Background: an optimization exercise with open tools, aiming at small area, a short achievable clock period and few clock cycles per item. Do not read the settings as production practice. At most, simulation tests tie the RTL to the original design; equivalence was not proved. Only the layout flow was run in runs 1 and 3; the RTL was not checked for function there. Power is estimated from default activity; no workload was simulated.

### flow/config.mk
export PLATFORM = sky130hd
export DESIGN_NAME = ble_ad_structure_parser
export DESIGN_NICKNAME = ble_ad_structure_parser
export VERILOG_FILES = /design/flow/design.v
export SDC_FILE = /design/flow/constraint.sdc
export NUM_CORES = 4
export LEC_CHECK = 0
export CAP_MARGIN = 20
export CORE_MARGIN = 2
export CORE_UTILIZATION = 40
export CTS_BUF_LIST = sky130_fd_sc_hd__clkbuf_8 sky130_fd_sc_hd__clkbuf_16
export CTS_CLUSTER_DIAMETER = 80
export CTS_CLUSTER_SIZE = 20
export SETUP_SLACK_MARGIN = 2.8
export SLEW_MARGIN = 20
export SYNTH_HIERARCHICAL = 1
export SYNTH_MINIMUM_KEEP_SIZE = 0
### flow/constraint.sdc
create_clock -name core_clock -period 5.5 [get_ports {clock}]
set_input_delay 1.1000 -clock core_clock [delete_from_list [all_inputs] [get_ports {clock}]]
set_output_delay 1.1000 -clock core_clock [all_outputs]
set_load 0.01 [all_outputs]
### flow/design.v
package bap_pkg;
   localparam logic [7:0] NameLimitReset = 8'd30;
   localparam int QueueDepth = 2;
   typedef enum logic [1:0] {PH_LEN, PH_TYPE, PH_DATA, PH_STOP} phase_type;
   localparam logic [4:0] K_FLAGS = 5'd0, K_UUID16 = 5'd1, K_UUID32 = 5'd2,
      K_U128LO = 5'd3, K_U128HI = 5'd4, K_SNAME = 5'd5, K_NAME = 5'd6,
      K_TXPWR = 5'd7, K_CLASS = 5'd8, K_DEVID = 5'd9, K_APPEAR = 5'd10,
      K_COMPANY = 5'd11, K_MANUF = 5'd12, K_HASH = 5'd13, K_RAND = 5'd14,
      K_UNKNOWN = 5'd15, K_BLKEND = 5'd16;
   localparam logic [3:0] C_NONE = 4'd0, C_FLAGS = 4'd1, C_TXPWR = 4'd2, C_UUID16 = 4'd3,
      C_UUID32 = 4'd4, C_U128 = 4'd5, C_SNAME = 4'd6, C_NAME = 4'd7, C_CLASS = 4'd8,
      C_HASH = 4'd9, C_RAND = 4'd10, C_DEVID = 4'd11, C_APPEAR = 4'd12, C_MANUF = 4'd13;
   typedef struct packed {
      logic       rec_valid;
      logic [3:0] kind;
      logic       half;
      logic [7:0] lo;
      logic [3:0] mask;      
      logic       end_valid;
      logic [1:0] end_status;
      logic [6:0] num;
   } entry_type;
   localparam int EntryBits = 28;
   function automatic logic type_is_known(input logic [7:0] t);
      type_is_known = (t >= 8'h01 && t <= 8'h0A) || (t >= 8'h0D && t <= 8'h10) ||
             (t >= 8'h14 && t <= 8'h19) || (t >= 8'h1F && t <= 8'h21) ||
             (t == 8'hFF);
   endfunction
   function automatic logic [3:0] type_class(input logic [7:0] t);
      case (t)
         8'h01: type_class = C_FLAGS;
         8'h0A: type_class = C_TXPWR;
         8'h02, 8'h03: type_class = C_UUID16;
         8'h04, 8'h05: type_class = C_UUID32;
         8'h06, 8'h07: type_class = C_U128;
         8'h08: type_class = C_SNAME;
         8'h09: type_class = C_NAME;
         8'h0D: type_class = C_CLASS;
         8'h0E: type_class = C_HASH;
         8'h0F: type_class = C_RAND;
         8'h10: type_class = C_DEVID;
         8'h19: type_class = C_APPEAR;
         8'hFF: type_class = C_MANUF;
         default: type_class = C_NONE;
      endcase
   endfunction
   function automatic logic lt8(input logic [7:0] a, input logic [7:0] b);
      logic [7:0] g, e;
      logic [3:0] g2, e2;
      logic [1:0] g4, e4;
      g = ~a & b;
      e = ~(a ^ b);
      for (int i = 0; i < 4; i++) begin
         g2[i] = g[2*i+1] | (e[2*i+1] & g[2*i]);
         e2[i] = e[2*i+1] & e[2*i];
      end
      for (int i = 0; i < 2; i++) begin
         g4[i] = g2[2*i+1] | (e2[2*i+1] & g2[2*i]);
         e4[i] = e2[2*i+1] & e2[2*i];
      end
      lt8 = g4[1] | (e4[1] & g4[0]);
   endfunction
   function automatic logic [7:0] inc8(input logic [7:0] a);
      inc8[0] = ~a[0];
      for (int i = 1; i < 8; i++) inc8[i] = a[i] ^ (&(a | ~((8'd1 << i) - 8'd1)));
   endfunction
   function automatic logic [7:0] dec8(input logic [7:0] a);
      dec8[0] = ~a[0];
      for (int i = 1; i < 8; i++) dec8[i] = a[i] ^ ~(|(a & ((8'd1 << i) - 8'd1)));
   endfunction
endpackage
module bap_front (
   input  logic               clock,
   input  logic               reset,
   input  logic               req_valid,
   output logic               req_stall,
   input  logic [16:0]        req_data,
   output logic               csr_ready,
   input  logic [7:0]         name_limit,
   output logic               rsp_valid,
   input  logic               rsp_stall,
   output logic [78:0]        rsp_data
);
   logic full, pop, wide_pend, wide_take, pop_ok, wide_ok, push, wide_push, h_recend;
   bap_pkg::entry_type ent;
   logic [63:0] acc;
   logic       in_v, in_first, in_act, in_end, in_s2, in_bz, in_known, in_pre, in_nm;
   logic [7:0] in_b;
   logic [3:0] in_cls;
   bap_pkg::phase_type phase_ff;
   logic [7:0] offs_ff, rem_ff, pos_ff;
   logic [6:0] cnt_ff;
   logic [1:0] stat_ff;
   logic [3:0] cls_ff;
   logic nz_ff, drec_ff, nmn_ff;
   logic go, accept, wstall, name_ok;
   function automatic logic [2:0] lane_of(input logic [3:0] c, input logic [7:0] ps);
      if (c == bap_pkg::C_UUID16) lane_of = {2'b00, ps[0]};
      else if (c == bap_pkg::C_UUID32) lane_of = {1'b0, ps[1:0]};
      else lane_of = ps[2:0];
   endfunction
   function automatic logic keep_of(input logic [3:0] c, input logic [7:0] ps);
      case (c)
         bap_pkg::C_UUID16, bap_pkg::C_UUID32, bap_pkg::C_U128: keep_of = 1'b1;
         bap_pkg::C_CLASS, bap_pkg::C_HASH, bap_pkg::C_RAND, bap_pkg::C_DEVID:
            keep_of = (ps[7:4] == 4'd0);
         bap_pkg::C_APPEAR, bap_pkg::C_MANUF: keep_of = (ps[7:1] == 7'd0);
         default: keep_of = 1'b0;
      endcase
   endfunction
   logic [2:0] lane;
   logic kw;
   assign lane = lane_of(cls_ff, pos_ff);
   assign kw = keep_of(cls_ff, pos_ff);
   logic wblock, st_reg, st_if, vnf_ff;
   assign wblock = wide_pend && vnf_ff && nz_ff;
   assign wstall = wblock && !wide_take;
   assign go = in_v && !wstall && (!full || pop);
   assign st_reg = in_v && (wblock || (full && h_recend));
   assign st_if = in_v && full;
   bap_stall u_stall (.st_reg(st_reg), .st_if(st_if), .rsp_stall(rsp_stall),
                      .req_stall(req_stall));
   assign accept = req_valid && !req_stall;
   assign csr_ready = !in_v;
   assign name_ok = bap_pkg::lt8(pos_ff, name_limit);
   logic [8:0] dfull;
   logic [8:0] dsum;
   assign dsum = {1'b0, req_data[8:1]} + {1'b0, ~req_data[16:9]};
   assign dfull = {!dsum[8], dsum[7:0]};
   logic [7:0] onext, lin, lm1in;
   logic act_in, end_in, s2_in;
   always_comb begin
      lin = req_data[8:1];
      lm1in = bap_pkg::dec8(lin);
      if (!in_v) onext = offs_ff;
      else if (in_first) onext = {7'd0, in_act};
      else onext = in_act ? bap_pkg::inc8(offs_ff) : offs_ff;
      act_in = (lin != 8'd0) && (req_data[0] || bap_pkg::lt8(onext, lin));
      end_in = (lin != 8'd0) && (req_data[0] ? (lin == 8'd1) : (onext == lm1in));
      s2_in = dfull[8] || (!req_data[0] && bap_pkg::lt8(dfull[7:0], onext));
   end
   always_ff @(posedge clock) begin
      if (reset) begin
         in_v <= 1'b0; vnf_ff <= 1'b0;
      end else if (accept) begin
         in_v <= 1'b1; vnf_ff <= !req_data[0];
      end else if (go) begin
         in_v <= 1'b0; vnf_ff <= 1'b0;
      end
   end
   always_ff @(posedge clock) begin
      if (accept) begin
         in_first <= req_data[0];
         in_b <= req_data[16:9];
         in_act <= act_in;
         in_end <= end_in;
         in_bz <= (req_data[16:9] == 8'd0);
         in_s2 <= s2_in;
         in_known <= bap_pkg::type_is_known(req_data[16:9]);
         in_cls <= bap_pkg::type_class(req_data[16:9]);
         in_pre <= !in_v;
         in_nm <= name_ok;
      end
   end
   bap_pkg::phase_type ph;
   logic [7:0] rem, ps;
   logic [6:0] cn, cm1;
   logic [1:0] st;
   logic [3:0] cls;
   logic       act, endb, nm, stop2, is_name, rec, wide, half, drec_n, nmn_n, nz_n;
   logic [3:0] kind, mask;
   always_comb begin
      act = in_act;
      endb = in_end;
      stop2 = in_s2;
      nm = in_pre ? in_nm : nmn_ff;
      is_name = (cls_ff == bap_pkg::C_SNAME) || (cls_ff == bap_pkg::C_NAME);
      ph = in_first ? bap_pkg::PH_LEN : phase_ff;
      cn = in_first ? 7'd0 : cnt_ff;
      cm1 = 7'(bap_pkg::dec8({1'b0, cnt_ff}));
      rem = rem_ff;
      ps = pos_ff;
      st = stat_ff;
      cls = cls_ff;
      rec = 1'b0;
      kind = 4'(bap_pkg::K_UNKNOWN);
      wide = 1'b0;
      half = 1'b0;
      drec_n = 1'b0;
      nmn_n = 1'b0;
      nz_n = 1'b0;
      case (ph)
         bap_pkg::PH_LEN: begin
            if (in_bz) begin
               ph = bap_pkg::PH_STOP; st = 2'd1;
            end else if (stop2) begin
               ph = bap_pkg::PH_STOP; st = 2'd2;
            end else begin
               cn = 7'(bap_pkg::inc8({1'b0, cn}));
               rem = in_b; ph = bap_pkg::PH_TYPE;
            end
         end
         bap_pkg::PH_TYPE: begin
            ps = 8'd0;
            rem = bap_pkg::dec8(rem_ff);
            cls = in_cls;
            if ((in_cls == bap_pkg::C_HASH || in_cls == bap_pkg::C_RAND) && (rem_ff[7:5] == 3'd0) && (!rem_ff[4] || rem_ff[3:0] == 4'd0))
               cls = bap_pkg::C_NONE;
            rec = !in_known;
            ph = (rem_ff != 8'd1) ? bap_pkg::PH_DATA : bap_pkg::PH_LEN;
            drec_n = (in_cls == bap_pkg::C_FLAGS) || (in_cls == bap_pkg::C_TXPWR);
            nmn_n = (name_limit != 8'd0);
         end
         bap_pkg::PH_DATA: begin
            rec = drec_ff || (is_name && nm);
            case (cls_ff)
               bap_pkg::C_FLAGS: kind = 4'(bap_pkg::K_FLAGS);
               bap_pkg::C_TXPWR: kind = 4'(bap_pkg::K_TXPWR);
               bap_pkg::C_UUID16: begin kind = 4'(bap_pkg::K_UUID16); wide = 1'b1; end
               bap_pkg::C_UUID32: begin kind = 4'(bap_pkg::K_UUID32); wide = 1'b1; end
               bap_pkg::C_U128: begin
                  kind = pos_ff[3] ? 4'(bap_pkg::K_U128HI) : 4'(bap_pkg::K_U128LO);
                  wide = 1'b1;
               end
               bap_pkg::C_SNAME: kind = 4'(bap_pkg::K_SNAME);
               bap_pkg::C_NAME: kind = 4'(bap_pkg::K_NAME);
               bap_pkg::C_CLASS: begin kind = 4'(bap_pkg::K_CLASS); wide = 1'b1; end
               bap_pkg::C_HASH: begin kind = 4'(bap_pkg::K_HASH); wide = 1'b1; half = pos_ff[3]; end
               bap_pkg::C_RAND: begin kind = 4'(bap_pkg::K_RAND); wide = 1'b1; half = pos_ff[3]; end
               bap_pkg::C_DEVID: begin kind = 4'(bap_pkg::K_DEVID); wide = 1'b1; end
               bap_pkg::C_APPEAR: begin kind = 4'(bap_pkg::K_APPEAR); wide = 1'b1; end
               bap_pkg::C_MANUF: begin
                  wide = (pos_ff[7:1] == 7'd0);
                  kind = wide ? 4'(bap_pkg::K_COMPANY) : 4'(bap_pkg::K_MANUF);
               end
               default: ;
            endcase
            case (cls_ff)
               bap_pkg::C_UUID16: drec_n = !pos_ff[0];
               bap_pkg::C_UUID32: drec_n = (pos_ff[1:0] == 2'd2);
               bap_pkg::C_U128: drec_n = (pos_ff[2:0] == 3'd6) && (pos_ff[3] || rem_ff[7:4] != 4'd0 || (rem_ff[3] && rem_ff[2:1] != 2'd0));
               bap_pkg::C_CLASS: drec_n = (pos_ff == 8'd1);
               bap_pkg::C_HASH, bap_pkg::C_RAND: drec_n = (pos_ff == 8'd6) || (pos_ff == 8'd14);
               bap_pkg::C_DEVID: drec_n = (pos_ff == 8'd6);
               bap_pkg::C_APPEAR: drec_n = (pos_ff == 8'd0);
               bap_pkg::C_MANUF: drec_n = 1'b1;
               default: drec_n = 1'b0;
            endcase
            case (cls_ff)
               bap_pkg::C_UUID16: nz_n = !pos_ff[0];
               bap_pkg::C_UUID32: nz_n = (pos_ff[1:0] != 2'd3);
               bap_pkg::C_U128: nz_n = (pos_ff[2:0] != 3'd7);
               bap_pkg::C_CLASS, bap_pkg::C_HASH, bap_pkg::C_RAND, bap_pkg::C_DEVID:
                  nz_n = (pos_ff[7:4] == 4'd0) && (pos_ff[3:0] != 4'd15) && (pos_ff[2:0] != 3'd7);
               bap_pkg::C_APPEAR, bap_pkg::C_MANUF: nz_n = (pos_ff == 8'd0);
               default: nz_n = 1'b0;
            endcase
            if (rem_ff == 8'd1) nz_n = 1'b0;
            ps = bap_pkg::inc8(pos_ff);
            nmn_n = bap_pkg::lt8(ps, name_limit);
            rem = bap_pkg::dec8(rem_ff);
            if (rem_ff == 8'd1) ph = bap_pkg::PH_LEN;
         end
         default: ;
      endcase
      mask[0] = rec && wide;
      mask[1] = rec && wide && (cls_ff == bap_pkg::C_UUID32 || cls_ff == bap_pkg::C_U128 ||
                        cls_ff == bap_pkg::C_CLASS || cls_ff == bap_pkg::C_HASH ||
                        cls_ff == bap_pkg::C_RAND || cls_ff == bap_pkg::C_DEVID);
      mask[2] = rec && wide && (cls_ff == bap_pkg::C_UUID32 || cls_ff == bap_pkg::C_U128 ||
                        cls_ff == bap_pkg::C_HASH || cls_ff == bap_pkg::C_RAND ||
                        cls_ff == bap_pkg::C_DEVID);
      mask[3] = rec && wide && (cls_ff == bap_pkg::C_U128 || cls_ff == bap_pkg::C_HASH ||
                        cls_ff == bap_pkg::C_RAND || cls_ff == bap_pkg::C_DEVID);
      ent.rec_valid = rec;
      ent.kind = kind;
      ent.half = half;
      ent.lo = !rec ? {1'b0, cn} : (wide ? acc[7:0] : in_b);
      ent.mask = mask;
      ent.end_valid = endb;
      ent.end_status = (ph == bap_pkg::PH_STOP) ? st :
                       ((ph == bap_pkg::PH_LEN) ? 2'd0 : 2'd2);
      ent.num = rec ? cm1 : cn;
   end
   assign push = go && ((act && rec) || endb);
   assign wide_push = go && act && rec && wide;
   always_ff @(posedge clock) begin
      if (reset) begin
         phase_ff <= bap_pkg::PH_LEN; offs_ff <= '0; cnt_ff <= '0; nz_ff <= 1'b0;
      end else if (go) begin
         if (act) begin
            phase_ff <= ph; offs_ff <= in_first ? 8'd1 : bap_pkg::inc8(offs_ff); cnt_ff <= cn;
            nz_ff <= nz_n;
         end else if (in_first) begin
            phase_ff <= bap_pkg::PH_LEN; offs_ff <= '0; cnt_ff <= '0; nz_ff <= 1'b0;
         end
      end
   end
   always_ff @(posedge clock) begin
      if (go && act) begin
         rem_ff <= rem; pos_ff <= ps; stat_ff <= st; cls_ff <= cls;
         drec_ff <= drec_n; nmn_ff <= nmn_n;
      end
   end
   logic in_data;
   assign in_data = !in_first && (phase_ff == bap_pkg::PH_DATA);
   for (genvar k = 0; k < 8; k++) begin : g_acc
      always_ff @(posedge clock) begin
         if (go && in_data && kw && lane == 3'(k)) acc[8*k +: 8] <= in_b;
      end
   end
   localparam int D = bap_pkg::QueueDepth;
   logic [D-1:0][bap_pkg::EntryBits-1:0] q_ff;
   logic [D-1:0] occ_ff;            
   logic take, hrec;
   bap_pkg::entry_type h, h_next;
   logic [63:0] val;
   assign h = q_ff[0];
   assign full = occ_ff[D-1];
   assign rsp_valid = occ_ff[0];
   assign hrec = h.rec_valid;
   assign h_recend = h.rec_valid && h.end_valid;
   assign pop_ok = occ_ff[0] && !h_recend;
   assign wide_ok = occ_ff[0] && h.mask[0];
   assign take = occ_ff[0] && !rsp_stall;
   assign pop = pop_ok && !rsp_stall;
   assign wide_take = wide_ok && !rsp_stall;
   always_comb begin
      h_next = h;
      h_next.rec_valid = 1'b0;
      h_next.mask = '0;
      h_next.num = 7'(bap_pkg::inc8({1'b0, h.num}));
      h_next.lo = {1'b0, h_next.num};
   end
   always_comb begin
      val[7:0] = h.lo;
      val[15:8] = acc[15:8] & {8{h.mask[0]}};
      val[23:16] = acc[23:16] & {8{h.mask[1]}};
      val[31:24] = acc[31:24] & {8{h.mask[2]}};
      val[63:32] = acc[63:32] & {32{h.mask[3]}};
      rsp_data = {!hrec, hrec ? h.kind : 4'd0, val, hrec && h.half, hrec ? h.num : 7'd0,
                  hrec ? 2'd0 : h.end_status};
   end
   always_ff @(posedge clock) begin
      if (reset) begin
         occ_ff <= '0; wide_pend <= 1'b0;
      end else begin
         if (push && !pop) occ_ff <= {occ_ff[D-2:0], 1'b1};
         else if (pop && !push) occ_ff <= {1'b0, occ_ff[D-1:1]};
         wide_pend <= wide_push || (wide_pend && !wide_take);
      end
   end
   logic [D-1:0] wr_here;
   always_comb begin
      for (int i = 0; i < D; i++) begin
         if (pop) wr_here[i] = (i + 1 < D) ? occ_ff[i] && !occ_ff[(i + 1) % D] : occ_ff[i];
         else wr_here[i] = (i == 0) ? !occ_ff[0] : occ_ff[(i + D - 1) % D] && !occ_ff[i];
      end
   end
   always_ff @(posedge clock) begin
      for (int i = 0; i < D; i++) begin
         if (wr_here[i]) q_ff[i] <= ent;
         else if (pop) begin
            if (i + 1 < D) q_ff[i] <= q_ff[(i + 1) % D];
         end else if (i == 0 && take) q_ff[0] <= h_next;
      end
   end
endmodule
module bap_stall (
   input  logic st_reg,
   input  logic st_if,
   input  logic rsp_stall,
   output logic req_stall
);
   assign req_stall = st_reg || (rsp_stall && st_if);
endmodule
module ble_ad_structure_parser (
   input  logic             clock,
   input  logic             reset,
   input  logic             req_valid,
   output logic             req_stall,
   input  logic [16:0]      req_data,    
   output logic             rsp_valid,
   input  logic             rsp_stall,
   output logic [78:0]      rsp_data,    
   input  logic             csr_valid,
   output logic             csr_ready,
   input  logic [7:0]       csr_data
);
   logic [7:0] limit_ff;
   always_ff @(posedge clock) begin
      if (reset) limit_ff <= bap_pkg::NameLimitReset;
      else if (csr_valid && csr_ready) limit_ff <= csr_data;
   end
   bap_front u_front (.clock(clock), .reset(reset), .req_valid(req_valid),
                      .req_stall(req_stall), .req_data(req_data), .csr_ready(csr_ready),
                      .name_limit(limit_ff), .rsp_valid(rsp_valid), .rsp_stall(rsp_stall),
                      .rsp_data(rsp_data));
endmodule
### flow/flow/run.sh
#!/bin/bash
# Standard layout, with the port buffers inserted before placement made of
# sky130_fd_sc_hd__buf_2 cells instead of the buffer buffer_ports picks by
# default, and without the adder-extraction step in synthesis (ABC maps the
# arithmetic as plain gates).
set -euo pipefail
export BUFFER_PORTS_ARGS="-buffer_cell sky130_fd_sc_hd__buf_2"
export ADDER_MAP_FILE=
bash standard.sh > standard_flow.log 2>&1
### flow/standard.sh
#!/bin/bash
# synth_recipe.tcl (not shown) runs the flow's synth.tcl, then flattens the netlist and writes it again
# the make line also repeats each setting of config.mk as NAME=value (left out here)
make -C /OpenROAD-flow-scripts/flow DESIGN_CONFIG=/design/flow/config.mk WORK_HOME=/design/flow/orfs CLKGATE_MAP_FILE= SYNTH_SCRIPT=/design/flow/synth_recipe.tcl "${@:-finish}"
==> key figures, run 1 <==
Run
  – Reported max-cap violation count: 0

Hold path
  – Worst min-delay path class: reg -> reg

Clock tree
  – Clock Latency Late Sink: 0.44 ns
  – TritonCTS clock tree: yes
  – Clock root buffer master: sky130_fd_sc_hd__clkbuf_16
  – Cts bufs inserted: 17
  – Clock transition at the registers of the reported paths: 0.07 ns
  – TritonCTS sink count: 195
  – Quantity of hold-fixing buffers added after cts: 0
  – Buffers from clock root to sink, at most: 2
  – CTS HTree Levels: 4

Global routing
  – Overflow left after global routing: 0
  – First-pass GRT wire length: 41,390 µm
  – Total global-route track usage: 0.1860
  – Maximum number of pins on one net before global-route repair: 32
  – Number of antenna violations at the first check in global routing: 0
  – Via count of the first global-routing pass: 7,517

Synth
  – Most used standard cells in the synthesized netlist: sky130_fd_sc_hd__edfxtp_1, sky130_fd_sc_hd__nor2_1, sky130_fd_sc_hd__nand2_1, sky130_fd_sc_hd__a21oi_1, sky130_fd_sc_hd__and2_1
  – Number of different library cells in the post-synthesis netlist: 75
  – Most area-hungry cell type in the Yosys netlist: sky130_fd_sc_hd__edfxtp_1
  – Synth area leaders: sky130_fd_sc_hd__edfxtp_1, sky130_fd_sc_hd__dfxtp_1, sky130_fd_sc_hd__and2_1, sky130_fd_sc_hd__a21oi_1, sky130_fd_sc_hd__nor2_1
  – Most used standard cell by instance count after synthesis: sky130_fd_sc_hd__edfxtp_1
  – Top flip-flop cell by instance count after synthesis: sky130_fd_sc_hd__edfxtp_1
  – Number of synthesized register bits: 195
  – YS warnings: 8
  – Mean area per synthesized cell: 9.999 µm²
  – Share of Yosys cell area claimed by the top area cell type: 0.4633
  – Fraction of registers with async set/reset: 0
  – Mapped Area: 10,630 µm²
  – Post-synthesis instance total: 1,063
  – Number of flops mapped to enable cells by yosys: 164
  – Proportion of synthesized chip area in sequential cells: 0.5217
  – Number of nets produced by synthesis: 1,093

STA
  – Max-slew headroom: 0.3524
  – FMAX: 343.9 MHz
  – Slew at the pin closest to its max-slew limit: 0.9690 ns
  – Setup tns final: 0 ns
  – Final-report hold violation count: 0
  – Minimum clock period after layout: 2.908 ns
  – Number of slew-limit violations in the final report: 0
  – Clk_skew: 0.01315 ns
  – Final period util: 0.5288
  – Final count of negative-setup-slack endpoints: 0
  – RSZ-0062 raised after global routing: true

Worst setup path
  – Slack of the worst reg-to-reg path: 2.75 ns
  – Endpoint kind of the worst setup timing path: flop
  – CP Data Required Time: 5.69 ns
  – Crit path largest cell delay: 0.36 ns
  – Largest fanout on the critical path: 4
  – Signal arrival time at the worst endpoint: 3.10 ns
  – Critical path launch point type: input pin
  – CP Cell Sequence: buf_12 > nand2b_4 > maj3_2 > a221o_1 > a221o_1 > and3_1 > a211oi_2 > o211ai_1 > nand3_1 > nand2_1
  – Combined buffer and inverter count along the critical path: 1
  – Slowest CP cell: sky130_fd_sc_hd__maj3_2
  – Path type of the worst setup path: in -> reg
  – Cell family with the largest share of critical-path delay: compound AO/OA/AOI/OAI gates
  – Most common cell on crit path: sky130_fd_sc_hd__a221o_1

Route
  – Vias/cell: 5.485
  – Count of antenna-violating nets left after detailed routing: 0
  – Total vias in the final route: 8,354
  – Post-DR wirelength/cell: 17.43 µm
  – Total routed wirelength: 26,550 µm
  – Detailed-route DRC error count: 0
  – Drt first pass iters: 5
  – First DRT Iteration DRCs: 627

Placement
  – Cell Count Post-Placement: 1,440
  – Final weighted congestion of routability-driven global placement: 0.8302
  – Count of port buffers added during placement: 111
  – Detailed-placement wirelength estimate: 17,640 µm

Cells and area
  – Number of nets in the finished design: 1,205
  – Antenna diode count: 0
  – Fraction of final layout cells with drive strength greater than 1: 0.2399
  – Area growth from synthesis to final layout: 19.45%
  – Finished Layout Cells: 1,523

Power and ir drop
  – Ratio of total power to cell area: 259.1 nW/µm²
  – Static Leakage: 0.004831 µW
  – Max VDD drop: 0.2179 mV

Die
  – Area inside the core boundary: 26,060 µm²
  – Site Rows: 59
  – Die Area: 27,890 µm²
  – Die Y: 167.0 µm
  – Horiz. Die Dim: 167.0 µm
  – I/O pin cnt: 112
  – Starting density of the core: 0.4079

Run status
  – Result of the run: timing/DRC/antenna clean
## modules after synthesis, one instance, submodules excluded
module	cells inside	flops+latches
bap_front	1030	187
bap_stall	1	0
ble_ad_structure_parser	32	8
## registers in the layout, indices dropped and copies added (netlist names), 2 cells and up
name	flops
u_front.pos_ff	8
u_front.rem_ff	8
u_front.in_cls	4
u_front.offs_ff	8
u_front.phase_ff	2
limit_ff	8
u_front.occ_ff	2
u_front.stat_ff	2
u_front.q_ff	56
u_front.cls_ff	4
u_front.in_b	8
u_front.cnt_ff	7
u_front.acc	64
## area by class of cell
type / count / area (µm²)
Fill cell: 2419 / 13360
Sequential cell: 195 / 5550
Multi-Input combinational cell: 772 / 4980
Timing Repair Buffer: 163 / 1010
Clock buffer: 17 / 425.4
Tap cell: 335 / 419.2
Clock inverter: 15 / 201.4
Inverter: 25 / 105.1
Timing Repair inverter: 1 / 5.005
## final timing paths
kind / start / to / cells after the start
hold reg to reg: u_front.wide_pend / u_front.wide_pend / 2
setup reg to reg: u_front.in_act / u_front.in_act / 9
hold / removal: u_front.wide_pend / u_front.wide_pend / 2
setup / recovery: req_data[9] / u_front.in_s2 / 10
## layout by cell type, fill, tap and decap left out, types with 6 or more instances in the layout
cell type and count:
sky130_fd_sc_hd__a21o_1 8, sky130_fd_sc_hd__a21oi_1 77, sky130_fd_sc_hd__a22o_1 13, sky130_fd_sc_hd__a22oi_1 10, sky130_fd_sc_hd__a2bb2oi_1 6, sky130_fd_sc_hd__a31oi_1 13, sky130_fd_sc_hd__and2_1 77, sky130_fd_sc_hd__and3_1 18
sky130_fd_sc_hd__buf_2 108, sky130_fd_sc_hd__buf_4 47, sky130_fd_sc_hd__clkbuf_16 17, sky130_fd_sc_hd__clkinv_8 7, sky130_fd_sc_hd__dfxtp_1 29, sky130_fd_sc_hd__edfxtp_1 164, sky130_fd_sc_hd__inv_1 21, sky130_fd_sc_hd__maj3_1 6
sky130_fd_sc_hd__mux2i_1 7, sky130_fd_sc_hd__nand2_1 78, sky130_fd_sc_hd__nand2b_1 20, sky130_fd_sc_hd__nand3_1 17, sky130_fd_sc_hd__nand3b_1 7, sky130_fd_sc_hd__nand4_1 7, sky130_fd_sc_hd__nor2_1 95, sky130_fd_sc_hd__nor2_4 7
sky130_fd_sc_hd__nor2b_1 24, sky130_fd_sc_hd__nor3_1 16, sky130_fd_sc_hd__nor4_1 10, sky130_fd_sc_hd__o21a_1 7, sky130_fd_sc_hd__o21ai_0 62, sky130_fd_sc_hd__o21ai_1 8, sky130_fd_sc_hd__o31ai_1 8, sky130_fd_sc_hd__xnor2_1 26
sky130_fd_sc_hd__xor2_1 13
## metrics by stage
stage	util	worst slack, ns	total power, µW	hold slack [ns]	area (µm²)
after floorplan	-	2.301	1926	0.4498	10800
after global placement	0.4374	1.833	2005	0.4842	11400
after detailed placement	0.4374	1.750	2008	0.4964	11400
after CTS	0.4750	2.571	3295	0.5088	12380
after global routing	0.4872	2.540	3411	0.5395	12700
final	0.4872	2.592	3290	0.4968	12700
## cells by family after synthesis
logic type,after synthesis,share of synthesized area
buf+inv,97,0.04191
compound gates,281,0.1696
xor+xnor,40,0.03296
flops,195,0.5217
mux,13,0.01260
simple gates,426,0.2102
fa+ha+maj,11,0.01095
## routing by layer
layer	part of all wire	vias to the layer above	global-route usage
li1	-	4098	-
met1	0.48	4001	0.2767
met2	0.45	226	0.2840
met3	0.045	29	0.02424
met4	0.017	0	0.05435
met5	0	-	0
## what timing repair did
item                       4_1_cts  5_1_grt
pin swaps                       17       22
setup buffers                   33       16
setup endpoints to repair      180      103
gates resized for setup         34       43
gates cloned                     1        1
## worst register-to-register path: cells and delay by family (launching register included)
family / cells / cell delay [ns]
AO/OA/AOI/OAI: 4 / 0.65
adder cells (fa/ha/maj): 4 / 1.21
flip-flops: 1 / 0.49
AND/OR/NAND/NOR: 1 / 0.15
## where the power goes
part           internal (µW)  leakage [µW]  switching [µW]
sequential              1640       0.00181            49.9
clock                    627      0.000301             645
combinational            137       0.00272             190
total                   2410       0.00483             885
==> run 2: changes to the inputs <==
--- a/flow/design.v
+++ b/flow/design.v
@@ -302,2 +302,4 @@
          drec_ff <= drec_n; nmn_ff <= nmn_n;
+      end else if (go) begin
+         nmn_ff <= name_ok;
       end
--- a/flow/config.mk
+++ b/flow/config.mk
@@ -7,2 +7,3 @@
 export LEC_CHECK = 0
+export ABC_AREA = 1
 export CAP_MARGIN = 20
@@ -13,3 +14,3 @@
 export CTS_CLUSTER_SIZE = 20
-export SETUP_SLACK_MARGIN = 2.8
+export SETUP_SLACK_MARGIN = 2.9
 export SLEW_MARGIN = 20
==> key figures, run 2 <==
Run status
  – Result of the run: timing/DRC/antenna clean (unchanged)

Worst setup path
  – Worst reg2reg endpoint: u_front.acc[8] (was u_front.in_act)
  – Depth of the worst register-to-register path: 11 (was 9)
  – CP Cell Sequence: buf_6 > nand2_2 > nand2_2 > buf_6 (was buf_12 > nand2b_4 > maj3_2 > a221o_1 > a221o_1 > and3_1 > a211oi_2 > o211ai_1 > nand3_1 > nand2_1)
  – CP Data Required Time: 4.40 ns (was 5.69 ns)
  – Reg-to-Reg Start: u_front.cls_ff[2] (was u_front.in_act)
  – Slowest CP cell: sky130_fd_sc_hd__buf_6 (was sky130_fd_sc_hd__maj3_2)
  – Launching element of the worst setup path: rsp_stall (was req_data[9])
  – Endpoint kind of the worst setup timing path: output pin (was flop)
  – End point of the critical path: req_stall (was u_front.in_s2)
  – Largest fanout on the critical path: 3 (was 4)
  – Critical path launch point type: input pin (unchanged)
  – Slack of the worst reg-to-reg path: 3.10 ns (was 2.75 ns)
  – Signal arrival time at the worst endpoint: 1.45 ns (was 3.10 ns)
  – Path type of the worst setup path: in -> out (was in -> reg)
  – Crit path largest cell delay: 0.12 ns (was 0.36 ns)

Clock tree
  – CTS HTree Levels: 4 (unchanged)
  – TritonCTS clock tree: yes (unchanged)
  – Clock transition at the registers of the reported paths: 0.07 ns (about the same)
  – Cts bufs inserted: 17 (unchanged)
  – Clock Latency Late Sink: 0.44 ns (about the same)
  – Buffers from clock root to sink, at most: 2 (unchanged)
  – Quantity of hold-fixing buffers added after cts: 0 (unchanged)
  – TritonCTS sink count: 195 (unchanged)
  – Clock root buffer master: sky130_fd_sc_hd__clkbuf_16 (unchanged)

STA
  – FMAX: 392.7 MHz (was 343.9 MHz)
  – Final-report hold violation count: 0 (unchanged)
  – Final period util: 0.4630 (was 0.5288)
  – RSZ-0062 raised after global routing: true (unchanged)
  – Max-slew headroom: 0.3277 (was 0.3524)
  – Setup tns final: 0 ns (unchanged)
  – Minimum clock period after layout: 2.547 ns (was 2.908 ns)
  – Clk_skew: 0.01234 ns (was 0.01315 ns)
  – Slew at the pin closest to its max-slew limit: 1.005 ns (was 0.9690 ns)
  – Final count of negative-setup-slack endpoints: 0 (unchanged)
  – Number of slew-limit violations in the final report: 0 (unchanged)

Power and ir drop
  – Static Leakage: 0.006017 µW (was 0.004831 µW)
  – Max VDD drop: 0.1861 mV (was 0.2179 mV)
  – Ratio of total power to cell area: 276.3 nW/µm² (was 259.1 nW/µm²)
  – Post-route total power: 3441 µW (was 3290 µW)

Synth
  – Most used standard cells in the synthesized netlist: sky130_fd_sc_hd__nand2_1, sky130_fd_sc_hd__inv_1, sky130_fd_sc_hd__nor2_1, sky130_fd_sc_hd__edfxtp_1, sky130_fd_sc_hd__nand3_1 (was sky130_fd_sc_hd__edfxtp_1, sky130_fd_sc_hd__nor2_1, sky130_fd_sc_hd__nand2_1, sky130_fd_sc_hd__a21oi_1, sky130_fd_sc_hd__and2_1)
  – Number of nets produced by synthesis: 1,378 (was 1,093)
  – Proportion of synthesized chip area in sequential cells: 0.5182 (was 0.5217)
  – Parity-gate share of the synthesized area counting xor and xnor cells: 0.01555 (was 0.03296)
  – Multiplexer share of the synthesized area: 0.001052 (was 0.01260)
  – Mean area per synthesized cell: 7.939 µm² (was 9.999 µm²)
  – Most used standard cell by instance count after synthesis: sky130_fd_sc_hd__nand2_1 (was sky130_fd_sc_hd__edfxtp_1)
  – Post-synthesis instance total: 1,348 (was 1,063)
  – Most area-hungry cell type in the Yosys netlist: sky130_fd_sc_hd__edfxtp_1 (unchanged)
  – Simple-gate portion of the synthesized area: 0.2758 (was 0.2102)
  – Top flip-flop cell by instance count after synthesis: sky130_fd_sc_hd__edfxtp_1 (unchanged)
  – Number of synthesized register bits: 195 (unchanged)
  – Adder-Cell Fraction of Synth Area: 0 (was 0.01095)
  – Number of different library cells in the post-synthesis netlist: 54 (was 75)
  – Mapped Area: 10,700 µm² (was 10,630 µm²)
  – Fraction of registers with async set/reset: 0 (unchanged)
  – Number of flops mapped to enable cells by yosys: 164 (unchanged)
  – Synth area leaders: sky130_fd_sc_hd__edfxtp_1, sky130_fd_sc_hd__nand2_1, sky130_fd_sc_hd__inv_1, sky130_fd_sc_hd__nor2_1, sky130_fd_sc_hd__dfxtp_1 (was sky130_fd_sc_hd__edfxtp_1, sky130_fd_sc_hd__dfxtp_1, sky130_fd_sc_hd__and2_1, sky130_fd_sc_hd__a21oi_1, sky130_fd_sc_hd__nor2_1)
  – Share of Yosys cell area claimed by the top area cell type: 0.4602 (was 0.4633)
  – YS warnings: 8 (unchanged)
  – Main combinational cell family by area after synthesis: simple AND/OR/NAND/NOR gates (unchanged)
  – Synthesized-area fraction occupied by ao, oa, aoi and oai cells: 0.08886 (was 0.1696)

Cells and area
  – Most frequent cells in the layout: sky130_fd_sc_hd__nand2_1, sky130_fd_sc_hd__inv_1, sky130_fd_sc_hd__nor2_1, sky130_fd_sc_hd__edfxtp_1, sky130_fd_sc_hd__buf_2 (was sky130_fd_sc_hd__edfxtp_1, sky130_fd_sc_hd__buf_2, sky130_fd_sc_hd__nor2_1, sky130_fd_sc_hd__nand2_1)
  – Reg with most FFs: u_front.acc (unchanged)
  – Flip-flop count of the largest register, all copies and words added: 64 (unchanged)
  – Fillers: 2,570 (was 2,419)
  – Fraction of final layout cells with drive strength greater than 1: 0.1550 (was 0.2399)
  – Antenna diode count: 0 (unchanged)
  – Largest registers: u_front.acc (64), u_front.q_ff (56) (unchanged)
  – Number of nets in the finished design: 1,488 (was 1,205)
  – Area growth from synthesis to final layout: 16.37% (was 19.45%)
  – Commonest non-fill, non-tap cell in the layout: sky130_fd_sc_hd__nand2_1 (was sky130_fd_sc_hd__edfxtp_1)

Route
  – First DRT Iteration DRCs: 518 (was 627)
  – Post-DR wirelength/cell: 14.75 µm (was 17.43 µm)
  – Total routed wirelength: 26,650 µm (was 26,550 µm)
  – Drt first pass iters: 5 (unchanged)
  – Vias/cell: 4.957 (was 5.485)
  – Count of antenna-violating nets left after detailed routing: 0 (unchanged)
  – Total vias in the final route: 8,952 (was 8,354)
  – Detailed-route DRC error count: 0 (unchanged)

Global routing
  – First-pass GRT wire length: 42,480 µm (was 41,390 µm)
  – Overflow left after global routing: 0 (unchanged)
  – Number of antenna violations at the first check in global routing: 0 (unchanged)
  – Maximum number of pins on one net before global-route repair: 29 (was 32)
  – Via count of the first global-routing pass: 8,260 (was 7,517)
  – Total global-route track usage: 0.1915 (was 0.1860)

Placement
  – Final weighted congestion of routability-driven global placement: 0.9308 (was 0.8302)
  – Count of port buffers added during placement: 111 (unchanged)
  – Detailed-placement wirelength estimate: 19,440 µm (was 17,640 µm)

Die
  – Horiz. Die Dim: 167.6 µm (was 167.0 µm)
  – Area inside the core boundary: 26,130 µm² (was 26,060 µm²)
  – Site Rows: 59 (unchanged)
  – Die Area: 28,080 µm² (was 27,890 µm²)
  – I/O pin cnt: 112 (unchanged)
  – Starting density of the core: 0.4095 (was 0.4079)
  – Die Y: 167.6 µm (was 167.0 µm)

Hold path
  – Worst min-delay path class: reg -> reg (unchanged)
  – Origin of the worst min-delay path: u_front.nz_ff (was u_front.wide_pend)

Run
  – Reported max-cap violation count: 0 (unchanged)
## run 2: cell types whose count changed after synthesis, sizes merged, moves of 17 or more
cell / delta
and2: -79
nand2b: -23
inv: +203
a21oi: -40
nand3: +39
and3: -19
nor2: +85
nand2: +328
clkbuf: -25
nor2b: -26
o21ai: -17
xnor2: -21
## run 2: repair_timing
item | 4_1_cts | 5_1_grt
endpoints found under the setup margin | 179 | 112
pin swaps | 6 | 6
setup buffers | 12 | 2
gates cloned | 0 | 1
resized for setup | 15 | 18
## run 2: cell families (layout without fill, tap and decap cells)
kind of cell / Yosys count / after routing
flops: 195 / 195
simple gates: 710 / 710
xor+xnor: 19 / 19
compound gates: 156 / 157
buf+inv: 267 / 389
mux: 1 / 1
## run 2: area by class of cell
cell class / instances / area [µm²] / share of cell area
clock buffer: 17 / 425.4 / 0.03416
sequential: 195 / 5547 / 0.4454
inverter: 229 / 883.3 / 0.07093
tap: 335 / 419.2 / 0.03366
timing repair buffer: 128 / 742.0 / 0.05958
multi-input combinational: 887 / 4248 / 0.3411
clock inverter: 15 / 188.9 / 0.01517
## run 2: worst min-delay path by stage
stage	depth (start not counted)	slack, ns	to
detailed placement	2	0.46	u_front.nz_ff
global route	2	0.50	u_front.nz_ff
finish	2	0.48	u_front.nz_ff
floorplan	0	0.43	u_front.q_ff[37]
global placement	2	0.46	u_front.wide_pend
CTS	2	0.48	u_front.nz_ff
## run 2: report_power, final
group          internal (µW)  leakage [µW]  total, µW  switching (µW)
Sequential              1680       0.00182       1750            61.3
Clock                    658      0.000304       1270             608
Combinational            145       0.00390        430             285
## run 2: worst max-delay path: cells and delay by family
kind          cells  cell delay, ns
simple gates      2            0.12
buf+inv           2            0.22
## run 2: layer usage
metal	track usage	vias up	routed length [µm]
li1	-	4573	-
met1	0.2721	4095	13030
met2	0.3056	253	11850
met3	0.02742	31	1243
met4	0.05633	0	524
met5	0	-	0
## run 2: per-stage QoR
| step | std cells | hold slack (ns) | instance area (µm²) | worst slack, ns | util |
|---|---|---|---|---|---|
| floorplan | 1348 | 0.4264 | 10800 | 2.703 | - |
| global placement | 1759 | 0.4600 | 11580 | 2.068 | 0.4433 |
| detailed placement | 1759 | 0.4605 | 11580 | 2.009 | 0.4433 |
| CTS | 1803 | 0.4823 | 12380 | 2.830 | 0.4737 |
| global route | 1806 | 0.5015 | 12450 | 2.761 | 0.4765 |
| finish | 1806 | 0.4762 | 12450 | 2.953 | 0.4765 |
## run 2: per-module statistics from Yosys (local to each module, per instance)
module                   cell area (µm²)  cells  flops+latches  times used
bap_front                          10380   1302            187           1
ble_ad_structure_parser            311.5     43              8           1
bap_stall                          11.26      3              0           1
Testbench counts of run 2, summed over its fixed seeds: cycles 94,479, bytes 91,371.
==> run 3: changes to the inputs <==
--- a/flow/design.v
+++ b/flow/design.v
@@ -302,4 +302,2 @@
          drec_ff <= drec_n; nmn_ff <= nmn_n;
-      end else if (go) begin
-         nmn_ff <= name_ok;
       end
--- a/flow/config.mk
+++ b/flow/config.mk
@@ -11,6 +11,6 @@
 export CORE_UTILIZATION = 40
-export CTS_BUF_LIST = sky130_fd_sc_hd__clkbuf_8 sky130_fd_sc_hd__clkbuf_16
-export CTS_CLUSTER_DIAMETER = 80
-export CTS_CLUSTER_SIZE = 20
-export SETUP_SLACK_MARGIN = 2.9
+export CTS_BUF_LIST = sky130_fd_sc_hd__clkbuf_16
+export CTS_CLUSTER_DIAMETER = 100
+export CTS_CLUSTER_SIZE = 25
+export SETUP_SLACK_MARGIN = 3.0
 export SLEW_MARGIN = 20
==> key figures, run 3 <==
Worst setup path
  – Endpoint kind of the worst setup timing path: output pin (unchanged)
  – Worst reg2reg endpoint: u_front.q_ff[17] (was u_front.acc[8])
  – Largest fanout on the critical path: 3 (unchanged)
  – CP Data Required Time: 4.40 ns (about the same)
  – Signal arrival time at the worst endpoint: 1.43 ns (was 1.45 ns)
  – Slack of the worst reg-to-reg path: 3.15 ns (was 3.10 ns)
  – Path type of the worst setup path: in -> out (unchanged)
  – Reg-to-Reg Start: u_front.in_first (was u_front.cls_ff[2])
  – Depth of the worst register-to-register path: 11 (unchanged)
  – Critical path launch point type: input pin (unchanged)

STA
  – Minimum clock period after layout: 2.529 ns (was 2.547 ns)
  – Setup tns final: 0 ns (unchanged)
  – Final-report hold violation count: 0 (unchanged)
  – Number of slew-limit violations in the final report: 0 (unchanged)
  – RSZ-0062 raised after global routing: true (unchanged)
  – Final period util: 0.4598 (was 0.4630)
  – Max-slew headroom: 0.4066 (was 0.3277)
  – FMAX: 395.4 MHz (was 392.7 MHz)
  – Slew at the pin closest to its max-slew limit: 0.8880 ns (was 1.005 ns)
  – Clk_skew: 0.01313 ns (was 0.01234 ns)
  – Final count of negative-setup-slack endpoints: 0 (unchanged)

Power and ir drop
  – Static Leakage: 0.005908 µW (was 0.006017 µW)
  – Max VDD drop: 0.1657 mV (was 0.1861 mV)
  – Ratio of total power to cell area: 279.6 nW/µm² (was 276.3 nW/µm²)
  – Post-route total power: 3487 µW (was 3441 µW)

Route
  – Total routed wirelength: 27,360 µm (was 26,650 µm)
  – Count of antenna-violating nets left after detailed routing: 0 (unchanged)
  – First DRT Iteration DRCs: 766 (was 518)
  – Drt first pass iters: 6 (was 5)
  – Total vias in the final route: 9,020 (was 8,952)
  – Detailed-route DRC error count: 0 (unchanged)
  – Post-DR wirelength/cell: 15.28 µm (was 14.75 µm)
  – Vias/cell: 5.036 (was 4.957)

Placement
  – Detailed-placement wirelength estimate: 19,780 µm (was 19,440 µm)
  – Final weighted congestion of routability-driven global placement: 0.9206 (was 0.9308)
  – Count of port buffers added during placement: 111 (unchanged)

Clock tree
  – Cts bufs inserted: 17 (unchanged)
  – Buffers from clock root to sink, at most: 2 (unchanged)
  – Quantity of hold-fixing buffers added after cts: 0 (unchanged)
  – TritonCTS sink count: 195 (unchanged)
  – TritonCTS clock tree: yes (unchanged)
  – Clock transition at the registers of the reported paths: 0.07 ns (about the same)
  – Clock root buffer master: sky130_fd_sc_hd__clkbuf_16 (unchanged)
  – CTS HTree Levels: 4 (unchanged)
  – Clock Latency Late Sink: 0.44 ns (about the same)

Synth
  – Number of flops mapped to enable cells by yosys: 164 (unchanged)
  – Top flip-flop cell by instance count after synthesis: sky130_fd_sc_hd__edfxtp_1 (unchanged)
  – Synth area leaders: sky130_fd_sc_hd__edfxtp_1, sky130_fd_sc_hd__nand2_1, sky130_fd_sc_hd__inv_1, sky130_fd_sc_hd__nor2_1, sky130_fd_sc_hd__dfxtp_1 (unchanged)
  – Mean area per synthesized cell: 7.964 µm² (was 7.939 µm²)
  – Most used standard cell by instance count after synthesis: sky130_fd_sc_hd__nand2_1 (unchanged)
  – Share of Yosys cell area claimed by the top area cell type: 0.4695 (was 0.4602)
  – Most used standard cells in the synthesized netlist: sky130_fd_sc_hd__nand2_1, sky130_fd_sc_hd__inv_1, sky130_fd_sc_hd__nor2_1, sky130_fd_sc_hd__edfxtp_1, sky130_fd_sc_hd__nand3_1 (unchanged)
  – Adder-Cell Fraction of Synth Area: 0 (unchanged)
  – YS warnings: 8 (unchanged)
  – Number of different library cells in the post-synthesis netlist: 50 (was 54)
  – Most area-hungry cell type in the Yosys netlist: sky130_fd_sc_hd__edfxtp_1 (unchanged)
  – Mapped Area: 10,490 µm² (was 10,700 µm²)
  – Fraction of registers with async set/reset: 0 (unchanged)
  – Number of nets produced by synthesis: 1,347 (was 1,378)
  – Synthesized-area fraction occupied by ao, oa, aoi and oai cells: 0.09853 (was 0.08886)
  – Post-synthesis instance total: 1,317 (was 1,348)
  – Proportion of synthesized chip area in sequential cells: 0.5287 (was 0.5182)
  – Multiplexer share of the synthesized area: 0.001074 (was 0.001052)
  – Main combinational cell family by area after synthesis: simple AND/OR/NAND/NOR gates (unchanged)
  – Parity-gate share of the synthesized area counting xor and xnor cells: 0.01336 (was 0.01555)
  – Number of synthesized register bits: 195 (unchanged)
  – Simple-gate portion of the synthesized area: 0.2612 (was 0.2758)

Hold path
  – Origin of the worst min-delay path: u_front.wide_pend (was u_front.nz_ff)
  – Worst min-delay path class: reg -> reg (unchanged)
  – Hold Path Depth: 2 (unchanged)
  – Worst hold endpoint: u_front.wide_pend (was u_front.nz_ff)

Global routing
  – Via count of the first global-routing pass: 8,164 (was 8,260)
  – Number of antenna violations at the first check in global routing: 0 (unchanged)
  – Maximum number of pins on one net before global-route repair: 29 (unchanged)
  – Overflow left after global routing: 0 (unchanged)
  – Total global-route track usage: 0.1960 (was 0.1915)
  – First-pass GRT wire length: 43,130 µm (was 42,480 µm)

Die
  – Site Rows: 59 (unchanged)
  – Die Area: 27,530 µm² (was 28,080 µm²)
  – Horiz. Die Dim: 165.9 µm (was 167.6 µm)
  – Area inside the core boundary: 25,910 µm² (was 26,130 µm²)
  – I/O pin cnt: 112 (unchanged)
  – Starting density of the core: 0.4048 (was 0.4095)
  – Die Y: 165.9 µm (was 167.6 µm)

Cells and area
  – Flip-flop count of the largest register, all copies and words added: 64 (unchanged)
  – Reg with most FFs: u_front.acc (unchanged)
  – Antenna diode count: 0 (unchanged)
  – Fraction of final layout cells with drive strength greater than 1: 0.1765 (was 0.1550)
  – Area growth from synthesis to final layout: 18.90% (was 16.37%)
  – Storage cell area: 5553 µm² (was 5547 µm²)
  – Most frequent cells in the layout: sky130_fd_sc_hd__nand2_1, sky130_fd_sc_hd__inv_1, sky130_fd_sc_hd__edfxtp_1, sky130_fd_sc_hd__nor2_1, sky130_fd_sc_hd__buf_2 (was sky130_fd_sc_hd__nand2_1, sky130_fd_sc_hd__inv_1, sky130_fd_sc_hd__nor2_1, sky130_fd_sc_hd__edfxtp_1, sky130_fd_sc_hd__buf_2)
  – Number of nets in the finished design: 1,473 (was 1,488)
  – Area used by multi-input combinational logic: 4177 µm² (was 4248 µm²)
  – Largest registers: u_front.acc (64), u_front.q_ff (56) (unchanged)
  – Fillers: 2,521 (was 2,570)
  – Commonest non-fill, non-tap cell in the layout: sky130_fd_sc_hd__nand2_1 (unchanged)

Run
  – Reported max-cap violation count: 0 (unchanged)

Run status
  – Result of the run: timing/DRC/antenna clean (unchanged)
[run 3: cell types whose count changed after synthesis, sizes merged, moves of 4 or more]
cell / previous run / this run
nand2: 413 / 383
o21ai: 56 / 72
a22o: 8 / 0
inv: 228 / 220
nand3: 57 / 65
nor2: 187 / 179
nor4: 12 / 5
nand4: 17 / 12
xnor2: 6 / 2
[run 3: how the worst max path moves through the flow]
stage	start	to	slack, ns	cells past startpoint
3_5_place_dp	rsp_stall	u_front.q_ff[22]	1.84	10
6_report	rsp_stall	req_stall	2.97	4
3_3_place_gp	rsp_stall	u_front.q_ff[22]	1.86	10
5_1_grt	req_data[3]	u_front.in_s2	2.78	16
2_1_floorplan	rsp_stall	u_front.acc[32]	2.78	9
4_1_cts	rsp_stall	u_front.rem_ff[2]	2.94	9
[run 3: Yosys stat by module (local to each module, per instance)]
module / cells inside / copies in the design / cell area [µm²] / flip-flops and latches
bap_front: 1271 / 1 / 10170 / 187
bap_stall: 3 / 1 / 11.26 / 0
ble_ad_structure_parser: 43 / 1 / 311.5 / 8
[run 3: power by group]
group	internal, µW	total [µW]	switching (µW)
clock network	675	1310	637
logic	143	433	290
registers	1680	1740	58.6
total	2500	3490	986
[run 3: area by class of cell]
type | count | area share
tap | 335 | 0.03361
clock inverter | 15 | 0.01716
multi-input combinational | 864 | 0.3349
clock buffer | 17 | 0.03411
sequential | 195 | 0.4453
inverter | 220 | 0.06812
timing repair inverter | 2 | 0.001104
timing repair buffer | 143 | 0.06572
[run 3: metrics by stage]
stage	instance area [µm²]	hold slack [ns]	utilization	instances	setup slack [ns]
finish	12470	0.4693	0.4813	1791	2.971
global route	12470	0.4819	0.4813	1791	2.777
CTS	12310	0.4705	0.4750	1777	2.937
detailed placement	11370	0.4592	0.4389	1725	1.838
global placement	11370	0.4592	0.4389	1725	1.859
floorplan	10590	0.4264	-	1317	2.779
[run 3: cells by family (layout without fill, tap and decap cells)]
family | after synthesis | in the layout
AO/OA/AOI/OAI | 177 | 178
XOR/XNOR | 16 | 16
buffers and inverters | 259 | 397
flip-flops | 195 | 195
multiplexers | 1 | 1
AND/OR/NAND/NOR | 669 | 669
[run 3: layer usage]
metal | GRT usage | part of all wire
met5 | 0 | 0
met4 | 0.05028 | 0.016
met3 | 0.03575 | 0.054
met2 | 0.3107 | 0.46
met1 | 0.2791 | 0.47
[run 3: timing repair]
action	4_1_cts	5_1_grt
setup endpoints to repair	259	160
hold endpoints to repair	0	0
gates cloned	1	2
gates resized for setup	39	20
pin swaps	14	9
setup buffers	19	12
[run 3: worst max-delay path, stage by stage]
cell and delay, ns:
sky130_fd_sc_hd__buf_8 0.10, sky130_fd_sc_hd__nand2_2 0.05, sky130_fd_sc_hd__nand2_2 0.06, sky130_fd_sc_hd__buf_6 0.12
==> run 4: changes to the inputs <==
--- a/flow/design.v
+++ b/flow/design.v
@@ -302,2 +302,4 @@
          drec_ff <= drec_n; nmn_ff <= nmn_n;
+      end else if (go) begin
+         nmn_ff <= name_ok;
       end
==> key figures, run 4 <==
Synth
  – Post-synthesis instance total: 1,348 (was 1,317)
  – YS warnings: 8 (unchanged)
  – Synth area leaders: sky130_fd_sc_hd__edfxtp_1, sky130_fd_sc_hd__nand2_1, sky130_fd_sc_hd__inv_1, sky130_fd_sc_hd__nor2_1, sky130_fd_sc_hd__dfxtp_1 (unchanged)
  – Fraction of registers with async set/reset: 0 (unchanged)
  – Number of synthesized register bits: 195 (unchanged)
  – Most area-hungry cell type in the Yosys netlist: sky130_fd_sc_hd__edfxtp_1 (unchanged)
  – Top flip-flop cell by instance count after synthesis: sky130_fd_sc_hd__edfxtp_1 (unchanged)
  – Most used standard cell by instance count after synthesis: sky130_fd_sc_hd__nand2_1 (unchanged)
  – Number of nets produced by synthesis: 1,378 (was 1,347)
  – Mapped Area: 10,700 µm² (was 10,490 µm²)
  – Number of flops mapped to enable cells by yosys: 164 (unchanged)
  – Most used standard cells in the synthesized netlist: sky130_fd_sc_hd__nand2_1, sky130_fd_sc_hd__inv_1, sky130_fd_sc_hd__nor2_1, sky130_fd_sc_hd__edfxtp_1, sky130_fd_sc_hd__nand3_1 (unchanged)
  – Proportion of synthesized chip area in sequential cells: 0.5182 (was 0.5287)
  – Share of Yosys cell area claimed by the top area cell type: 0.4602 (was 0.4695)
  – Mean area per synthesized cell: 7.939 µm² (was 7.964 µm²)
  – Number of different library cells in the post-synthesis netlist: 54 (was 50)

STA
  – RSZ-0062 raised after global routing: true (unchanged)
  – Final count of negative-setup-slack endpoints: 0 (unchanged)
  – FMAX: 381.6 MHz (was 395.4 MHz)
  – Clk_skew: 0.01162 ns (was 0.01313 ns)
  – Final-report hold violation count: 0 (unchanged)
  – Max-slew headroom: 0.2989 (was 0.4066)
  – Slew at the pin closest to its max-slew limit: 1.046 ns (was 0.8880 ns)
  – Number of slew-limit violations in the final report: 0 (unchanged)
  – Setup tns final: 0 ns (unchanged)
  – Final period util: 0.4764 (was 0.4598)
  – Minimum clock period after layout: 2.620 ns (was 2.529 ns)

Clock tree
  – CTS HTree Levels: 4 (unchanged)
  – Clock Latency Late Sink: 0.43 ns (was 0.44 ns)
  – Quantity of hold-fixing buffers added after cts: 0 (unchanged)
  – Buffers from clock root to sink, at most: 2 (unchanged)
  – Clock transition at the registers of the reported paths: 0.07 ns (about the same)
  – TritonCTS clock tree: yes (unchanged)
  – Cts bufs inserted: 17 (unchanged)
  – Clock root buffer master: sky130_fd_sc_hd__clkbuf_16 (unchanged)
  – TritonCTS sink count: 195 (unchanged)

Global routing
  – Maximum number of pins on one net before global-route repair: 29 (unchanged)
  – Total global-route track usage: 0.1926 (was 0.1960)
  – Via count of the first global-routing pass: 8,303 (was 8,164)
  – First-pass GRT wire length: 42,770 µm (was 43,130 µm)
  – Overflow left after global routing: 0 (unchanged)
  – Number of antenna violations at the first check in global routing: 0 (unchanged)

Die
  – Die Y: 167.6 µm (was 165.9 µm)
  – Horiz. Die Dim: 167.6 µm (was 165.9 µm)
  – Area inside the core boundary: 26,130 µm² (was 25,910 µm²)
  – Starting density of the core: 0.4095 (was 0.4048)
  – I/O pin cnt: 112 (unchanged)
  – Die Area: 28,080 µm² (was 27,530 µm²)
  – Site Rows: 59 (unchanged)

Route
  – First DRT Iteration DRCs: 618 (was 766)
  – Detailed-route DRC error count: 0 (unchanged)
  – Count of antenna-violating nets left after detailed routing: 0 (unchanged)
  – Vias/cell: 4.950 (was 5.036)
  – Met2 WL: 12,370 µm (was 12,660 µm)
  – Met3 WL post-DR: 1259 µm (was 1491 µm)
  – Uppermost signal routing layer after detailed routing: met4 (unchanged)
  – Drt first pass iters: 5 (was 6)
  – Total routed wirelength: 27,100 µm (was 27,360 µm)
  – Wire length on met1: 12,970 µm (was 12,770 µm)
  – Total vias in the final route: 9,023 (was 9,020)
  – Post-DR wirelength/cell: 14.87 µm (was 15.28 µm)

Worst setup path
  – Endpoint kind of the worst setup timing path: output pin (unchanged)
  – Path type of the worst setup path: in -> out (unchanged)
  – Reg-to-Reg Start: u_front.cls_ff[2] (was u_front.in_first)
  – Signal arrival time at the worst endpoint: 1.52 ns (was 1.43 ns)
  – Crit path largest cell delay: 0.11 ns (was 0.12 ns)
  – Largest fanout on the critical path: 2 (was 3)
  – CP Data Required Time: 4.40 ns (about the same)
  – Launching element of the worst setup path: rsp_stall (unchanged)
  – Critical path launch point type: input pin (unchanged)
  – CP Cell Sequence: buf_8 > buf_6 > nand2_4 > nand2_4 > buf_6 (was buf_8 > nand2_2 > nand2_2 > buf_6)
  – Slowest CP cell: sky130_fd_sc_hd__buf_6 (unchanged)

Cells and area
  – Largest registers: u_front.acc (64), u_front.q_ff (56) (unchanged)
  – Commonest non-fill, non-tap cell in the layout: sky130_fd_sc_hd__nand2_1 (unchanged)
  – Fraction of final layout cells with drive strength greater than 1: 0.1828 (was 0.1765)
  – Number of nets in the finished design: 1,505 (was 1,473)
  – Antenna diode count: 0 (unchanged)
  – Fillers: 2,591 (was 2,521)
  – Most frequent cells in the layout: sky130_fd_sc_hd__nand2_1, sky130_fd_sc_hd__inv_1, sky130_fd_sc_hd__edfxtp_1, sky130_fd_sc_hd__nor2_1, sky130_fd_sc_hd__buf_2 (unchanged)
  – Storage cell area: 5549 µm² (was 5553 µm²)
  – Flip-flop count of the largest register, all copies and words added: 64 (unchanged)
  – Area growth from synthesis to final layout: 18.54% (was 18.90%)
  – Finished Layout Cells: 1,823 (was 1,791)
  – Area used by multi-input combinational logic: 4347 µm² (was 4177 µm²)
  – Reg with most FFs: u_front.acc (unchanged)

Run
  – Reported max-cap violation count: 0 (unchanged)

Placement
  – Detailed-placement wirelength estimate: 19,550 µm (was 19,780 µm)
  – Count of port buffers added during placement: 111 (unchanged)
  – Cell Count Post-Placement: 1,758 (was 1,725)
  – Final weighted congestion of routability-driven global placement: 0.9030 (was 0.9206)

Run status
  – Result of the run: timing/DRC/antenna clean (unchanged)

Power and ir drop
  – Ratio of total power to cell area: 269.6 nW/µm² (was 279.6 nW/µm²)
  – Static Leakage: 0.006105 µW (was 0.005908 µW)
  – Max VDD drop: 0.1629 mV (was 0.1657 mV)
  – Post-route total power: 3420 µW (was 3487 µW)

Hold path
  – Origin of the worst min-delay path: u_front.nz_ff (was u_front.wide_pend)
  – Worst min-delay path class: reg -> reg (unchanged)
==> run 4: changes by cell type in the layout (fill, tap and decap cells not counted), sizes merged, moves of 4 or more <==
cell   before  now
o21ai      72   56
inv       227  236
a22o        0    8
xnor2       2    6
nand4      12   17
nand2     383  413
nor2      179  187
nor4        5   12
nand3      65   57
==> run 4: worst max-delay path, delay by kind of cell <==
kind / cells / cell delay [ns]
AND/OR/NAND/NOR: 2 / 0.10
buffers and inverters: 3 / 0.32
==> run 4: worst paths after layout <==
kind / slack (ns) / depth (start not counted) / to
setup / recovery: 2.88 / 5 / req_stall
hold / removal: 0.47 / 2 / u_front.nz_ff
setup reg to reg: 3.11 / 12 / u_front.acc[49]
hold reg to reg: 0.47 / 2 / u_front.nz_ff
==> run 4: cell families (layout without fill, tap and decap cells) <==
logic type,count (synthesis),in the layout,share of synthesized area
compound gates,156,157,0.08886
xor+xnor,19,19,0.01555
buf+inv,267,406,0.1005
flops,195,195,0.5182
mux,1,1,0.001052
simple gates,710,710,0.2758
==> run 4: final cells by class <==
class	instances	area share
multi-input cells	887	0.3426
flip-flops and latches	195	0.4374
well taps	335	0.03304
clock buffers	17	0.03353
inverters	229	0.06953
repair buffers	145	0.07141
clock inverters	15	0.01243
==> run 4: repair_timing <==
item / CTS / global route
setup buffers: 19 / 13
gates resized for setup: 27 / 46
setup endpoints to repair: 213 / 148
pin swaps: 11 / 12
cloned: 0 / 1
==> run 4: per-module statistics from Yosys (local to each module, per instance) <==
module / flip-flops and latches / cells inside / area (µm²)
ble_ad_structure_parser: 8 / 43 / 311.5
bap_stall: 0 / 3 / 11.26
bap_front: 187 / 1302 / 10380
==> run 4: report_power, final <==
part / switching [µW] / leakage, µW / internal (µW)
clock network: 614 / 0.000278 / 610
logic: 295 / 0.00401 / 156
registers: 61.4 / 0.00182 / 1680
==> run 4: per-layer routing <==
metal | global-route usage | up-vias
met5 | 0 | -
li1 | - | 4610
met2 | 0.3128 | 237
met1 | 0.2707 | 4141
met4 | 0.05633 | 0
met3 | 0.02553 | 35
==> run 4: metrics by stage <==
stage	worst slack [ns]	instance area (µm²)	hold WS, ns	utilization
detailed placement	1.833	11580	0.4562	0.4433
finish	2.880	12690	0.4680	0.4854
global route	2.857	12690	0.5007	0.4854
global placement	1.930	11580	0.4560	0.4433
floorplan	2.703	10810	0.4264	-
CTS	2.824	12450	0.4688	0.4764
Testbench counts of run 4, summed over its fixed seeds: cycles 94,479, bytes 91,371.
==> run 5: changes to the inputs <==
--- a/flow/config.mk
+++ b/flow/config.mk
@@ -14,3 +14,3 @@
 export CTS_CLUSTER_SIZE = 25
-export SETUP_SLACK_MARGIN = 3.0
+export SETUP_SLACK_MARGIN = 3.1
 export SLEW_MARGIN = 20
==> key figures, run 5 <==
Route
  – Total vias in the final route: 9,048 (was 9,023)
  – First DRT Iteration DRCs: 546 (was 618)
  – Detailed-route DRC error count: 0 (unchanged)
  – Drt first pass iters: 5 (unchanged)
  – Count of antenna-violating nets left after detailed routing: 0 (unchanged)

Power and ir drop
  – Max VDD drop: 0.2236 mV (was 0.1629 mV)
  – Ratio of total power to cell area: 264.0 nW/µm² (was 269.6 nW/µm²)

Synth
  – Most area-hungry cell type in the Yosys netlist: sky130_fd_sc_hd__edfxtp_1 (unchanged)
  – Number of nets produced by synthesis: 1,378 (unchanged)
  – Number of different library cells in the post-synthesis netlist: 54 (unchanged)
  – Mapped Area: 10,700 µm² (unchanged)
  – Post-synthesis instance total: 1,348 (unchanged)
  – Synth area leaders: sky130_fd_sc_hd__edfxtp_1, sky130_fd_sc_hd__nand2_1, sky130_fd_sc_hd__inv_1, sky130_fd_sc_hd__nor2_1, sky130_fd_sc_hd__dfxtp_1 (unchanged)
  – Proportion of synthesized chip area in sequential cells: 0.5182 (unchanged)

Cells and area
  – Fraction of final layout cells with drive strength greater than 1: 0.2224 (was 0.1828)
  – Finished Layout Cells: 1,837 (was 1,823)
  – Reg with most FFs: u_front.acc (unchanged)
  – Most frequent cells in the layout: sky130_fd_sc_hd__nand2_1, sky130_fd_sc_hd__inv_1, sky130_fd_sc_hd__edfxtp_1, sky130_fd_sc_hd__nor2_1, sky130_fd_sc_hd__buf_2 (unchanged)
  – Flip-flop count of the largest register, all copies and words added: 64 (unchanged)

Worst setup path
  – Signal arrival time at the worst endpoint: 1.43 ns (was 1.52 ns)
  – Worst reg2reg endpoint: u_front.nmn_ff (was u_front.acc[49])
  – Endpoint kind of the worst setup timing path: output pin (unchanged)
  – Largest fanout on the critical path: 3 (was 2)
  – Reg-to-Reg Start: u_front.pos_ff[0] (was u_front.cls_ff[2])

Clock tree
  – Clock root buffer master: sky130_fd_sc_hd__clkbuf_16 (unchanged)
  – TritonCTS clock tree: yes (unchanged)
  – Cts bufs inserted: 17 (unchanged)

Hold path
  – Worst hold endpoint: u_front.nz_ff (unchanged)
  – Worst min-delay path class: reg -> reg (unchanged)
  – Origin of the worst min-delay path: u_front.nz_ff (unchanged)
  – Hold Path Depth: 2 (unchanged)

Die
  – Site Rows: 59 (unchanged)
  – I/O pin cnt: 112 (unchanged)
  – Die Area: 28,080 µm² (unchanged)
  – Starting density of the core: 0.4095 (unchanged)
  – Horiz. Die Dim: 167.6 µm (unchanged)

STA
  – Final-report hold violation count: 0 (unchanged)
  – RSZ-0062 raised after global routing: true (unchanged)
  – Minimum clock period after layout: 2.529 ns (was 2.620 ns)
  – Least setup slack across all paths after layout: 2.971 ns (was 2.880 ns)
  – FMAX: 395.4 MHz (was 381.6 MHz)
  – Final count of negative-setup-slack endpoints: 0 (unchanged)
  – Max-slew headroom: 0.4179 (was 0.2989)
  – Final period util: 0.4598 (was 0.4764)

Placement
  – Detailed-placement wirelength estimate: 19,670 µm (was 19,550 µm)
  – Dpl ws: 1.917 ns (was 1.833 ns)
  – Cell Count Post-Placement: 1,757 (was 1,758)
  – Count of port buffers added during placement: 111 (unchanged)

Run status
  – Result of the run: timing/DRC/antenna clean (unchanged)
[run 5: logic make-up (layout without fill, tap and decap cells)]
family / count (synthesis) / in the layout / share of synthesized area
and+or+nand+nor: 710 / 710 / 0.2758
xor gates and xnor gates: 19 / 19 / 0.01555
AOI/OAI and AO/OA: 156 / 157 / 0.08886
muxes: 1 / 1 / 0.001052
buffers and inverters: 267 / 420 / 0.1005
DFF: 195 / 195 / 0.5182
[run 5: worst max path at each step]
stage / from / end / slack, ns
finish: rsp_stall / req_stall / 2.97
global route: req_data[11] / u_front.in_s2 / 2.96
CTS: rsp_stall / req_stall / 2.96
detailed placement: rsp_stall / u_front.q_ff[7] / 1.92
global placement: rsp_stall / u_front.q_ff[25] / 1.99
floorplan: rsp_stall / u_front.acc[10] / 2.70
[run 5: per-module statistics from Yosys (local to each module, per instance)]
| module | times used | cells inside | area [µm²] | flip-flops and latches |
|---|---|---|---|---|
| bap_front | 1 | 1302 | 10380 | 187 |
| bap_stall | 1 | 3 | 11.26 | 0 |
| ble_ad_structure_parser | 1 | 43 | 311.5 | 8 |
[run 5: per-layer routing]
metal / up-vias / global-route usage / share of wire
met5: - / 0 / 0
met4: 0 / 0.04802 / 0.011
met3: 17 / 0.02694 / 0.042
met2: 225 / 0.3130 / 0.47
met1: 4167 / 0.2717 / 0.48
li1: 4639 / - / -
[run 5: cell type report]
type,count,area (µm²)
Clock buffer,17,425.4
Clock inverter,15,155.1
Fill cell,2594,13150
Inverter,229,895.9
Multi-Input combinational cell,887,4471
Sequential cell,195,5549
Tap cell,335,419.2
Timing Repair Buffer,159,1067
[run 5: critical path, delay by kind of cell]
family / cells / cell delay [ns]
buffers and inverters: 2 / 0.22
and+or+nand+nor: 2 / 0.10
[run 5: metrics by stage]
| step | power, µW | hold WS (ns) |
|---|---|---|
| after floorplan | 2067 | 0.4264 |
| after global placement | 2192 | 0.4556 |
| after detailed placement | 2198 | 0.4588 |
| after CTS | 3421 | 0.4714 |
| after global routing | 3567 | 0.4944 |
| final | 3428 | 0.4703 |
[run 5: power breakdown]
part           total (µW)  internal (µW)  switching [µW]  leakage, µW
clock network        1220            611             605     0.000282
logic                 470            165             305      0.00410
registers            1740           1680            58.1      0.00182
[run 5: repair_timing]
action / in CTS / in global routing
setup buffers: 29 / 16
hold buffers: 0 / 0
resized for setup: 41 / 98
pin swaps: 13 / 22
cloned: 1 / 2
hold endpoints to repair: 0 / 0
endpoints found under the setup margin: 241 / 167

Setup slack of run 5, layout unchanged: 2.971 ns with ideal ports, 2.917 ns with driving cells assumed (clock clkbuf_16, inputs buf_2), 2.577 ns with port delays also shifted by the 0.475 ns mid clock arrival.
